This is an optimization exercise on Yosys and OpenROAD, whose aim is small area and a short achievable clock period, not a production implementation. RTL that was checked went through simulation tests only; none was proved equivalent to the original. Power is estimated from default activity; no workload was simulated.

Design invaders_top, start of the top module:
module invaders_top #(
    parameter int ALIEN_COLS = 6,
    parameter int ALIEN_ROWS = 3
) (
    input  wire logic        clk,
    input  wire logic        reset,
    input  wire logic        frame_tick,
    input  wire logic        fire,
    input  wire logic        left,
    input  wire logic        right,
    input  wire logic        wb_cyc,
    input  wire logic        wb_stb,
    input  wire logic        wb_we,
    input  wire logic [2:0]  wb_adr,
    input  wire logic [31:0] wb_dat_w,
    output logic [31:0]      wb_dat_r,
    output logic             wb_ack
);
    localparam logic [5:0] EXP_START = 6'd1;     
    localparam logic [5:0] EXP_DONE  = 6'd11;    
    function automatic logic ge_c(input logic [9:0] a, input logic [9:0] k);
        ge_c = 1'b1;
        for (int i = 0; i < 10; i++)
            ge_c = k[i] ? (a[i] && ge_c) : (a[i] || ge_c);
    endfunction
    function automatic logic le_c(input logic [9:0] a, input logic [9:0] k);
        le_c = 1'b1;
        for (int i = 0; i < 10; i++)
            le_c = k[i] ? (!a[i] || le_c) : (!a[i] && le_c);
    endfunction
    function automatic logic [10:0] carries(input logic [9:0] a, input logic [9:0] b, input logic cin);
        logic [9:0] g, p, gg, pp, gn, pn;
        g  = a & b;
        p  = a ^ b;
        gg = g;
        pp = p;
        gg[0] = g[0] | (p[0] & cin);
        for (int d = 1; d < 10; d = d * 2) begin
            gn = gg;
            pn = pp;
            for (int i = d; i < 10; i++) begin
                gn[i] = gg[i] | (pp[i] & gg[i-d]);
                pn[i] = pp[i] & pp[i-d];
            end
            gg = gn;
            pp = pn;
        end
        carries = {gg, cin};
    endfunction
    function automatic logic [9:0] add(input logic [9:0] a, input logic [9:0] b, input logic cin);
        logic [10:0] c;
        c   = carries(a, b, cin);
        add = a ^ b ^ c[9:0];
    endfunction
    function automatic logic [9:0] incdec(input logic [9:0] x, input logic dec);
        for (int i = 0; i < 10; i++)
  ...
Settings: LEC_CHECK=0, ABC_AREA=1, CAP_MARGIN=20, CORE_MARGIN=2, CORE_UTILIZATION=40, CTS_BUF_LIST=sky130_fd_sc_hd__clkbuf_4 sky130_fd_sc_hd__clkbuf_8, SETUP_SLACK_MARGIN=3.6, SLEW_MARGIN=20; clock period 6.0 ns.
standard.sh (not shown) runs the stock make flow with config.mk's settings and CLKGATE_MAP_FILE= SYNTH_SCRIPT=/design/flow/synth_recipe.tcl, a recipe that flattens the netlist after the stock synthesis.
==> flow/flow/run.sh <==
#!/bin/bash
# The standard layout (the standard.sh), with buf_4 cells as the port
# buffers instead of the delay cells buffer_ports picks by default.
set -euo pipefail
export BUFFER_PORTS_ARGS="-buffer_cell sky130_fd_sc_hd__buf_4"
bash standard.sh > standard.log 2>&1
Change:
--- a/flow/design.v
+++ b/flow/design.v
@@ -187,25 +187,26 @@
     assign hit_edge = dir_right ? hit_right : hit_left;
     logic bottom_reached;
     assign bottom_reached = (row_live[2] && fn >= 5'd12)
                          || (row_live[1] && fn >= 5'd14)
                          || (row_live[0] && fn >= 5'd17);
     logic move;
     assign move = MOVE_T[{kq, count}];
     logic fmove, fdrop;
     assign fmove = move && !hit_edge;            
     assign fdrop = move && hit_edge;             
-    logic [8:0] fx_step, fx_n;
+    logic [8:0] fx_inc, fx_dec, fx_n;
     logic       dir_n;
-    assign fx_step = 9'(incdec(10'(fx), !dir_right));
+    assign fx_inc = 9'(incdec(10'(fx), 1'b0));
+    assign fx_dec = 9'(incdec(10'(fx), 1'b1));
     always_comb begin
-        fx_n  = fmove ? fx_step : fx;
+        fx_n  = fmove ? (dir_right ? fx_inc : fx_dec) : fx;
         dir_n = dir_right ^ fdrop;
     end
     logic [5:0]  col_hit;
     logic [2:0]  row_hit;
     logic [17:0] hit_vec;
     logic        kill;
     always_comb begin
         for (int c = 0; c < 6; c++)
             col_hit[c] = (c == 0) ? (ge_c(drx, 10'd1014) || le_c(drx, 10'd11))
                                   : (ge_c(drx, 10'(60*c - 10)) && le_c(drx, 10'(60*c + 11)));
@@ -224,22 +225,22 @@
         b = {1'b0, fn};
         r_top = (rb == 4'd0);
         for (int i = 0; i < 6; i++)
             if ((a[i] ^ b[i]) != ((i == 0) ? 1'b0 : (a[i-1] | b[i-1]))) r_top = 1'b0;
     end
     logic [9:0] rs, drx_n;
     always_comb begin
         rs = ra ? drx : add(ship_x, ~{fx, 1'b0}, 1'b1);
         drx_n[0] = rs[0];
         for (int i = 1; i < 10; i++)
-            drx_n[i] = rs[i] ^ ((step && fmove && !dir_right && &(rs[9:1] | ~((9'd1 << (i-1)) - 9'd1)))
-                             || (step && fmove &&  dir_right && ~|(rs[9:1] & ((9'd1 << (i-1)) - 9'd1))));
+            drx_n[i] = rs[i] ^ ((fmove && !dir_right && &(rs[9:1] | ~((9'd1 << (i-1)) - 9'd1)))
+                             || (fmove &&  dir_right && ~|(rs[9:1] & ((9'd1 << (i-1)) - 9'd1))));
     end
     logic [5:0] ra_s, ra_n;
     logic [3:0] rb_n;
     always_comb begin
         if (ra) begin
             rb_n = (rb == 4'd0) ? 4'd9 : rb - 4'd1;
             ra_s = (rb == 4'd0) ? ra_ - 6'd1 : ra_;
         end else begin
             rb_n = 4'd8;
             ra_s = 6'd21 - {1'b0, fn};
@@ -291,34 +292,25 @@
     assign laser_end = la_ >= 5'd24 || (la_ == 5'd23 && lb >= 5'd17);
     always_ff @(posedge clk or posedge reset) begin
         if (reset) begin
             lfsr <= 16'hACE1;
         end else if (restart) begin
             lfsr <= 16'hACE1;
         end else begin
             lfsr <= {lfsr[14:0], lfsr[15] ^ lfsr[13] ^ lfsr[12] ^ lfsr[10]};
         end
     end
-    logic kills_gt;
-    always_comb begin
-        logic [4:0] a, b;
-        a = {kq, kr};
-        b = {hq, hr};
-        kills_gt = 1'b0;
-        for (int i = 0; i < 5; i++)
-            kills_gt = (a[i] && !b[i]) || (!(a[i] ^ b[i]) && kills_gt);
-    end
     always_ff @(posedge clk or posedge reset) begin
         if (reset) begin
             hq <= '0;
             hr <= '0;
-        end else if (kills_gt) begin
+        end else if ({kq, kr} > {hq, hr}) begin
             hq <= kq;
             hr <= kr;
         end
     end
     always_ff @(posedge clk or posedge reset) begin
         if (reset) begin
             game_over <= 1'b0;
             game_win  <= 1'b0;
             lives     <= 2'd3;
             kq        <= '0;
@@ -380,22 +372,22 @@
             if (ship_r || ship_l) ship_x <= incdec(ship_x, ship_l);
             if (ship_hit) explode <= EXP_START;
             else if (explode != EXP_DONE) explode <= {explode[4:0], explode[5] ^ explode[4]};
             if (kill) ra <= 1'b0;
             else if (ra) begin
                 if (r_top) ra <= 1'b0;
             end else if (fire && explode == EXP_DONE) ra <= 1'b1;
         end
     end
     always_ff @(posedge clk) begin
-        drx <= drx_n;
         if (step) begin
+            drx <= drx_n;
             ra_ <= ra_n;
             rb  <= rb_n;
         end
     end
     always_ff @(posedge clk or posedge reset) begin
         if (reset) begin
             la   <= 1'b0;
             scol <= '0;
             srow <= '0;
         end else if (restart) begin
@@ -411,25 +403,27 @@
                 if (scol == 3'd5) begin
                     scol <= '0;
                     srow <= (srow == 2'd2) ? 2'd0 : srow + 2'd1;
                 end else begin
                     scol <= scol + 3'd1;
                 end
             end
         end
     end
     always_ff @(posedge clk) begin
-        if (!la) begin
-            lo  <= shoot_lo;
-            la_ <= shoot_a;
-            lb  <= shoot_b;
-        end else if (step) begin
-            if (lb == 5'd19) begin
-                lb  <= '0;
-                la_ <= la_ + 5'd1;
+        if (step) begin
+            if (la) begin
+                if (lb == 5'd19) begin
+                    lb  <= '0;
+                    la_ <= la_ + 5'd1;
+                end else begin
+                    lb  <= lb + 5'd1;
+                end
             end else begin
-                lb  <= lb + 5'd1;
+                lo  <= shoot_lo;
+                la_ <= shoot_a;
+                lb  <= shoot_b;
             end
         end
     end
 endmodule
 `default_nettype wire
The new run completed without violations.
Power drops by 38%.
Die area goes up by 1.3%.
Via count rose by about 1.7%.
Combinational power shrinks by about 64%.
Worst setup slack is better by 0.019 ns.
Fmax goes up by 0.78%.
Hold slack gets worse by 0.0042 ns.
Critical path depth grows by 4.
Utilization grows by 0.56 points.
Area after synthesis is higher by 1.3%.
Global-route usage came out higher by 0.59 points.
Design area went up by about 2%.
Non-clock buffer count shrinks by 3.
Wire length is higher by 4.5%.
No functional check of the RTL was part of the second run of this note.

static timing again, ports no longer ideal:
The flow's constraints put no driver on any port. The routed layouts listed below were extracted and timed again, unchanged, in two steps.
Step 1, drivers: a clkbuf_16 drives clk and a buf_2 each remaining input, both assumed.
Step 2 times the ports against the registers' clock, not the clock port: input delays grow and output delays shrink by t, the midpoint of the rising clock arrivals with the driver on.
Slacks: ideal ports / drivers / drivers and shift; pairs: ideal ports / drivers.
run | t (ns) | slack for setup (ns) | slew at the worst register clock pin (ns)
the first run | 0.510 | 3.613 / 3.613 / 3.238 | 0.11 / 0.11
the second run | 0.524 | 3.632 / 3.632 / 3.179 | 0.11 / 0.11
After both steps every run listed still meets setup and hold. For the second run, which loses most, drivers alone change the setup slack by 0.000 ns; drivers and shift together by -0.453 ns.
